This is an optimization exercise on Yosys and OpenROAD, whose aim is small area and a short achievable clock period, not a production implementation.
Function was checked by simulation only, so behaviour that the tests miss may differ from the original.

==> run a <==
==> flow/design.v <==
`timescale 1ns/1ps
module issue_queue_top (
    input  logic                                   clk,
    input  logic                                   reset_n,
    input  logic                                   dispatch_valid,
    input  logic [137-1:0]                   dispatch_req,
    input  logic [4*39-1:0]     wake,
    output logic [3-1:0]                  issue_valid,
    output logic [3*139-1:0]        issue_pkt,
    output logic                                   queue_full
);
    localparam int D  = 16;
    localparam int NW = 4;
    localparam int NF = 3;
    localparam int RW = 137;
    logic [NW-1:0]   wv;
    logic [5:0]      wt [NW];
    logic [31:0]     wd [NW];
    logic [NW-1:0]   we_bus;
    always_comb begin
        for (int w = 0; w < NW; w++) begin
            wv[w] = wake[w*39+38];
            wt[w] = wake[w*39+32 +: 6];
            wd[w] = wake[w*39 +: 32];
        end
        for (int w = 0; w < NW; w++) begin
            we_bus[w] = wv[w];
            for (int v = 0; v < w; v++) begin
                if (wv[v] && wt[v] == wt[w]) we_bus[w] = 1'b0;
            end
        end
    end
    logic [D-1:0]     valid, r1, r2;
    logic [RW-1:0]    ent [D];       
    logic [RW-1:0]    entv [D];      
    logic [1:0]       efu [D];       
    logic [31:0]      sv1 [D];       
    logic [31:0]      sv2 [D];
    logic [63:0]      sb;            
    logic [1:0]       fu_cnt;
    logic [NF-1:0]    iv_q;          
    logic [RW-1:0]    pk_q [NF];     
    logic [5:0]  req_rd, req_rs1, req_rs2;
    logic [6:0]  req_opc;
    logic [NW-1:0] m1n, m2n;
    logic        hit1n, hit2n, rdy1n, rdy2n;
    logic [31:0] v1n, v2n;
    logic [RW-1:0] req_n;
    logic [D-1:0] free_oh, wen;
    logic        full;
    assign req_rd  = dispatch_req[119:114];
    assign req_rs1 = dispatch_req[113:108];
    assign req_rs2 = dispatch_req[75:70];
    assign req_opc = dispatch_req[126:120];
    always_comb begin
        for (int w = 0; w < NW; w++) begin
            m1n[w] = we_bus[w] && (wt[w] == req_rs1);
            m2n[w] = we_bus[w] && (wt[w] == req_rs2);
        end
        hit1n = |m1n;
        hit2n = |m2n;
        v1n = '0;
        v2n = '0;
        for (int w = 0; w < NW; w++) begin
            v1n = v1n | ({32{m1n[w]}} & wd[w]);
            v2n = v2n | ({32{m2n[w]}} & wd[w]);
        end
        if (!hit1n) v1n = dispatch_req[107:76];
        if (!hit2n) v2n = dispatch_req[69:38];
        req_n = dispatch_req;
        req_n[107:76] = v1n;
        req_n[69:38] = v2n;
    end
    assign rdy1n = sb[req_rs1] || hit1n;
    assign rdy2n = (req_opc == 7'b0010011) || (req_opc == 7'b0000011) ||
                   sb[req_rs2] || hit2n;
    assign full = &valid;
    assign queue_full = full;
    always_comb begin
        for (int i = 0; i < D; i++) begin
            free_oh[i] = !valid[i];
            for (int j = 0; j < i; j++) begin
                if (!valid[j]) free_oh[i] = 1'b0;
            end
            wen[i] = dispatch_valid && free_oh[i];
        end
    end
    logic [NW-1:0] m1 [D];
    logic [NW-1:0] m2 [D];
    logic [D-1:0]  wk1, wk2;
    always_comb begin
        for (int i = 0; i < D; i++) begin
            for (int w = 0; w < NW; w++) begin
                m1[i][w] = we_bus[w] && (wt[w] == ent[i][113:108]);
                m2[i][w] = we_bus[w] && (wt[w] == ent[i][75:70]);
            end
            wk1[i] = !r1[i] && (|m1[i]);
            wk2[i] = !r2[i] && (|m2[i]);
        end
    end
    logic [D-1:0] can;
    logic [D-1:0] g [NF];
    logic [D-1:0] grant;
    always_comb begin
        can = valid & r1 & r2;
        grant = '0;
        for (int f = 0; f < NF; f++) begin
            for (int i = 0; i < D; i++) begin
                g[f][i] = can[i] && (efu[i] == 2'(f));
                for (int j = 0; j < i; j++) begin
                    if (can[j] && (efu[j] == 2'(f))) g[f][i] = 1'b0;
                end
            end
            grant = grant | g[f];
        end
    end
    logic [RW-1:0] pk_n [NF];
    always_comb begin
        for (int f = 0; f < NF; f++) begin
            pk_n[f] = '0;
            for (int i = 0; i < D; i++) begin
                pk_n[f] = pk_n[f] | ({RW{g[f][i]}} & entv[i]);
            end
        end
    end
    always_ff @(posedge clk or negedge reset_n) begin
        if (!reset_n) begin
            valid  <= '0;
            r1     <= '0;
            r2     <= '0;
            sb     <= '1;
            fu_cnt <= '0;
            iv_q <= '0;
            for (int f = 0; f < NF; f++) pk_q[f] <= '0;
        end else begin
            valid <= (valid & ~grant) | wen;
            for (int i = 0; i < D; i++) begin
                if (wen[i]) begin
                    r1[i] <= rdy1n;
                    r2[i] <= rdy2n;
                end else begin
                    if (wk1[i]) r1[i] <= 1'b1;
                    if (wk2[i]) r2[i] <= 1'b1;
                end
            end
            for (int w = 0; w < NW; w++) begin
                if (wv[w]) sb[wt[w]] <= 1'b1;
            end
            if (dispatch_valid && !full) begin
                sb[req_rd] <= 1'b0;
                fu_cnt <= (fu_cnt == 2'd2) ? 2'd0 : fu_cnt + 2'd1;
            end
            for (int f = 0; f < NF; f++) begin
                iv_q[f] <= |g[f];
                pk_q[f] <= pk_n[f];
            end
        end
    end
    logic [31:0] nv1 [D];
    logic [31:0] nv2 [D];
    always_comb begin
        for (int i = 0; i < D; i++) begin
            logic h1, h2;
            h1 = !wen[i] && !wk1[i];
            h2 = !wen[i] && !wk2[i];
            nv1[i] = ({32{wen[i]}} & v1n) | ({32{h1}} & sv1[i]);
            nv2[i] = ({32{wen[i]}} & v2n) | ({32{h2}} & sv2[i]);
            for (int w = 0; w < NW; w++) begin
                nv1[i] = nv1[i] | ({32{!wen[i] && !r1[i] && m1[i][w]}} & wd[w]);
                nv2[i] = nv2[i] | ({32{!wen[i] && !r2[i] && m2[i][w]}} & wd[w]);
            end
        end
    end
    always_ff @(posedge clk) begin
        for (int i = 0; i < D; i++) begin
            sv1[i] <= nv1[i];
            sv2[i] <= nv2[i];
            if (wen[i]) begin
                ent[i] <= req_n;
                efu[i] <= fu_cnt;
            end
        end
    end
    always_comb begin
        for (int i = 0; i < D; i++) begin
            entv[i] = ent[i];
            entv[i][107:76] = sv1[i];
            entv[i][69:38] = sv2[i];
        end
    end
    always_comb begin
        for (int f = 0; f < NF; f++) begin
            issue_valid[f] = iv_q[f];
            issue_pkt[f*139 +: 139] = {pk_q[f], iv_q[f] ? 2'(f) : 2'd0};
        end
    end
endmodule
==> flow/run.sh <==
#!/bin/bash
# synth_recipe.tcl (not shown) runs the flow's synth.tcl, then flattens the netlist and writes it again
# the make line also repeats each setting of config.mk as NAME=value (left out here)
make -C /OpenROAD-flow-scripts/flow DESIGN_CONFIG=/design/flow/config.mk WORK_HOME=/design/flow/orfs CLKGATE_MAP_FILE= SYNTH_SCRIPT=/design/flow/synth_recipe.tcl finish
==> flow/config.mk <==
export PLATFORM = sky130hd
export DESIGN_NAME = issue_queue_top
export DESIGN_NICKNAME = issue_queue_top
export VERILOG_FILES = /design/flow/design.v
export SDC_FILE = /design/flow/constraint.sdc
export NUM_CORES = 4
export LEC_CHECK = 0
export CAP_MARGIN = 20
export CELL_PAD_IN_SITES_DETAIL_PLACEMENT = 1
export CELL_PAD_IN_SITES_GLOBAL_PLACEMENT = 2
export CORE_MARGIN = 2
export CORE_UTILIZATION = 45
export PLACE_DENSITY = 0.6
export SETUP_SLACK_MARGIN = 3.0
export SLEW_MARGIN = 20
==> flow/constraint.sdc <==
create_clock -name core_clock -period 6.0 [get_ports {clk}]
set_input_delay 1.2000 -clock core_clock [delete_from_list [all_inputs] [get_ports {clk}]]
set_output_delay 1.2000 -clock core_clock [all_outputs]
set_load 0.01 [all_outputs]
==> inputs of run b, as changes to run a <==
--- a/flow/design.v
+++ b/flow/design.v
@@ -41,2 +41,5 @@
     logic [NF-1:0]    iv_q;          
+    logic [D-1:0]     free_q;        
+    logic             full_q;        
+    logic [D-1:0]     cand_q [NF];   
     logic [RW-1:0]    pk_q [NF];     
@@ -46,5 +49,4 @@
     logic        hit1n, hit2n, rdy1n, rdy2n;
-    logic [31:0] v1n, v2n;
     logic [RW-1:0] req_n;
-    logic [D-1:0] free_oh, wen;
+    logic [D-1:0] wen;
     logic        full;
@@ -61,13 +63,3 @@
         hit2n = |m2n;
-        v1n = '0;
-        v2n = '0;
-        for (int w = 0; w < NW; w++) begin
-            v1n = v1n | ({32{m1n[w]}} & wd[w]);
-            v2n = v2n | ({32{m2n[w]}} & wd[w]);
-        end
-        if (!hit1n) v1n = dispatch_req[107:76];
-        if (!hit2n) v2n = dispatch_req[69:38];
         req_n = dispatch_req;
-        req_n[107:76] = v1n;
-        req_n[69:38] = v2n;
     end
@@ -76,13 +68,5 @@
                    sb[req_rs2] || hit2n;
-    assign full = &valid;
-    assign queue_full = full;
-    always_comb begin
-        for (int i = 0; i < D; i++) begin
-            free_oh[i] = !valid[i];
-            for (int j = 0; j < i; j++) begin
-                if (!valid[j]) free_oh[i] = 1'b0;
-            end
-            wen[i] = dispatch_valid && free_oh[i];
-        end
-    end
+    assign full = full_q;
+    assign queue_full = full_q;
+    assign wen = {D{dispatch_valid}} & free_q;
     logic [NW-1:0] m1 [D];
@@ -100,3 +84,2 @@
     end
-    logic [D-1:0] can;
     logic [D-1:0] g [NF];
@@ -104,3 +87,2 @@
     always_comb begin
-        can = valid & r1 & r2;
         grant = '0;
@@ -108,5 +90,5 @@
             for (int i = 0; i < D; i++) begin
-                g[f][i] = can[i] && (efu[i] == 2'(f));
+                g[f][i] = cand_q[f][i];
                 for (int j = 0; j < i; j++) begin
-                    if (can[j] && (efu[j] == 2'(f))) g[f][i] = 1'b0;
+                    if (cand_q[f][j]) g[f][i] = 1'b0;
                 end
@@ -114,2 +96,18 @@
             grant = grant | g[f];
+        end
+    end
+    logic [D-1:0] valid_n, r1_n, r2_n, free_n;
+    logic [1:0]   efu_n [D];
+    logic [D-1:0] frx;
+    always_comb begin
+        valid_n = (valid & ~grant) | wen;
+        frx = (~valid & ~wen) | cand_q[0] | cand_q[1] | cand_q[2];
+        for (int i = 0; i < D; i++) begin
+            r1_n[i]  = wen[i] ? rdy1n : (r1[i] | wk1[i]);
+            r2_n[i]  = wen[i] ? rdy2n : (r2[i] | wk2[i]);
+            efu_n[i] = wen[i] ? fu_cnt : efu[i];
+            free_n[i] = frx[i];
+            for (int j = 0; j < i; j++) begin
+                if (frx[j]) free_n[i] = 1'b0;
+            end
         end
@@ -130,2 +128,5 @@
             r2     <= '0;
+            free_q <= 16'(1);
+            full_q <= 1'b0;
+            for (int f = 0; f < NF; f++) cand_q[f] <= '0;
             sb     <= '1;
@@ -135,10 +136,10 @@
         end else begin
-            valid <= (valid & ~grant) | wen;
-            for (int i = 0; i < D; i++) begin
-                if (wen[i]) begin
-                    r1[i] <= rdy1n;
-                    r2[i] <= rdy2n;
-                end else begin
-                    if (wk1[i]) r1[i] <= 1'b1;
-                    if (wk2[i]) r2[i] <= 1'b1;
+            valid  <= valid_n;
+            r1     <= r1_n;
+            r2     <= r2_n;
+            free_q <= free_n;
+            full_q <= ~|frx;
+            for (int f = 0; f < NF; f++) begin
+                for (int i = 0; i < D; i++) begin
+                    cand_q[f][i] <= valid_n[i] && r1_n[i] && r2_n[i] && (efu_n[i] == 2'(f));
                 end
@@ -165,7 +166,9 @@
             h2 = !wen[i] && !wk2[i];
-            nv1[i] = ({32{wen[i]}} & v1n) | ({32{h1}} & sv1[i]);
-            nv2[i] = ({32{wen[i]}} & v2n) | ({32{h2}} & sv2[i]);
+            nv1[i] = ({32{wen[i] && !hit1n}} & dispatch_req[107:76]) |
+                     ({32{h1}} & sv1[i]);
+            nv2[i] = ({32{wen[i] && !hit2n}} & dispatch_req[69:38]) |
+                     ({32{h2}} & sv2[i]);
             for (int w = 0; w < NW; w++) begin
-                nv1[i] = nv1[i] | ({32{!wen[i] && !r1[i] && m1[i][w]}} & wd[w]);
-                nv2[i] = nv2[i] | ({32{!wen[i] && !r2[i] && m2[i][w]}} & wd[w]);
+                nv1[i] = nv1[i] | ({32{wen[i] ? m1n[w] : (!r1[i] && m1[i][w])}} & wd[w]);
+                nv2[i] = nv2[i] | ({32{wen[i] ? m2n[w] : (!r2[i] && m2[i][w])}} & wd[w]);
             end
==> flow/flow/run.sh (new file) <==
#!/bin/bash
# The standard layout, except that the delay cells (clkdlybuf4s*,
# dlygate*, dlymetal*) are kept out of the layout steps: otherwise the
# port buffers come out as clkdlybuf4s50_1, which is large and slow.
# The synthesis is the standard one, run first and unchanged.
# DONT_USE_CELLS goes on make's command line (ORFS unsets the environment
# copy between steps), so it repeats the platform's own list.
set -o pipefail
bash standard.sh synth > synth.log 2>&1 || exit 1
DU="sky130_fd_sc_hd__probe_p_8 sky130_fd_sc_hd__probec_p_8 sky130_fd_sc_hd__lpflow_bleeder_1 sky130_fd_sc_hd__lpflow_clkbufkapwr_1 sky130_fd_sc_hd__lpflow_clkbufkapwr_16 sky130_fd_sc_hd__lpflow_clkbufkapwr_2 sky130_fd_sc_hd__lpflow_clkbufkapwr_4 sky130_fd_sc_hd__lpflow_clkbufkapwr_8 sky130_fd_sc_hd__lpflow_clkinvkapwr_1 sky130_fd_sc_hd__lpflow_clkinvkapwr_16 sky130_fd_sc_hd__lpflow_clkinvkapwr_2 sky130_fd_sc_hd__lpflow_clkinvkapwr_4 sky130_fd_sc_hd__lpflow_clkinvkapwr_8 sky130_fd_sc_hd__lpflow_decapkapwr_12 sky130_fd_sc_hd__lpflow_decapkapwr_3 sky130_fd_sc_hd__lpflow_decapkapwr_4 sky130_fd_sc_hd__lpflow_decapkapwr_6 sky130_fd_sc_hd__lpflow_decapkapwr_8 sky130_fd_sc_hd__lpflow_inputiso0n_1 sky130_fd_sc_hd__lpflow_inputiso0p_1 sky130_fd_sc_hd__lpflow_inputiso1n_1 sky130_fd_sc_hd__lpflow_inputiso1p_1 sky130_fd_sc_hd__lpflow_inputisolatch_1 sky130_fd_sc_hd__lpflow_isobufsrc_1 sky130_fd_sc_hd__lpflow_isobufsrc_16 sky130_fd_sc_hd__lpflow_isobufsrc_2 sky130_fd_sc_hd__lpflow_isobufsrc_4 sky130_fd_sc_hd__lpflow_isobufsrc_8 sky130_fd_sc_hd__lpflow_isobufsrckapwr_16 sky130_fd_sc_hd__lpflow_lsbuf_lh_hl_isowell_tap_1 sky130_fd_sc_hd__lpflow_lsbuf_lh_hl_isowell_tap_2 sky130_fd_sc_hd__lpflow_lsbuf_lh_hl_isowell_tap_4 sky130_fd_sc_hd__lpflow_lsbuf_lh_isowell_4 sky130_fd_sc_hd__lpflow_lsbuf_lh_isowell_tap_1 sky130_fd_sc_hd__lpflow_lsbuf_lh_isowell_tap_2 sky130_fd_sc_hd__lpflow_lsbuf_lh_isowell_tap_4 sky130_fd_sc_hd__clkdlybuf4s15_1 sky130_fd_sc_hd__clkdlybuf4s15_2 sky130_fd_sc_hd__clkdlybuf4s18_1 sky130_fd_sc_hd__clkdlybuf4s18_2 sky130_fd_sc_hd__clkdlybuf4s25_1 sky130_fd_sc_hd__clkdlybuf4s25_2 sky130_fd_sc_hd__clkdlybuf4s50_1 sky130_fd_sc_hd__clkdlybuf4s50_2 sky130_fd_sc_hd__dlygate4sd1_1 sky130_fd_sc_hd__dlygate4sd2_1 sky130_fd_sc_hd__dlygate4sd3_1 sky130_fd_sc_hd__dlymetal6s2s_1 sky130_fd_sc_hd__dlymetal6s4s_1 sky130_fd_sc_hd__dlymetal6s6s_1"
bash standard.sh "DONT_USE_CELLS=$DU" finish > layout.log 2>&1 || exit 1
==> flow/standard.sh (new file) <==
#!/bin/bash
# synth_recipe.tcl (not shown) runs the flow's synth.tcl, then flattens the netlist and writes it again
# the make line also repeats each setting of config.mk as NAME=value (left out here)
make -C /OpenROAD-flow-scripts/flow DESIGN_CONFIG=/design/flow/config.mk WORK_HOME=/design/flow/orfs CLKGATE_MAP_FILE= SYNTH_SCRIPT=/design/flow/synth_recipe.tcl "${@:-finish}"
Settings changed: CELL_PAD_IN_SITES_DETAIL_PLACEMENT 1 to 2, CELL_PAD_IN_SITES_GLOBAL_PLACEMENT 2 to 4, CORE_UTILIZATION 45 to 20, PLACE_DENSITY 0.6 to 0.4, SETUP_SLACK_MARGIN 3.0 to 2.5.
removed: flow/run.sh
==> impl_metrics.json <==
{
  "status": "complete, no violations",
  "dpl.cell_count": 27322,
  "routabilityCongestion": 0.914,
  "ys_top_cells_by_area": "edfxtp_1 22%, dfxtp_1 13%, a22oi_1 9.6%",
  "dpl_cell_area_um2": 181000
}
the above is filed under run b

==> impl_metrics.json <==
{
  "stop_error": "[ERROR GRT-0116] Global routing finished with congestion. Check the congestion regions in the DRC Viewer.",
  "ys_top_cells_by_area": "edfxtp_1 20%, dfxtp_1 11%, dfrtp_1 6.5%",
  "haltStage": "global routing",
  "status": "aborted with a tool error",
  "dpl_cell_area_um2": 195000
}
the above is filed under run a

-- port drivers added, routing unchanged --
No port has a modelled driver above. Below, the same layout with a new extraction and two added sets of constraints.
Step 1: set_driving_cell puts a clkbuf_16 on clk and a buf_2 on each other input, an assumption about the parent block.
Step 2 times the ports against the registers' clock, not the clock port: input delays grow and output delays shrink by t, the midpoint of the rising clock arrivals with the driver on.
Three values: ideal ports, drivers, drivers and shift; two values: the first two.
run: run b
shift t [ns]: 1.246
slack for setup (ns): 2.097 / 2.097 / 1.190
clock arrival spread, ns: 0.099 / 0.100
slew at the worst register clock pin (ns): 0.07 / 0.07
pins driven straight from the clock port: 1
After both steps run b still meets setup and hold. For run b, drivers alone change the setup slack by 0.000 ns; drivers and shift together by -0.907 ns.
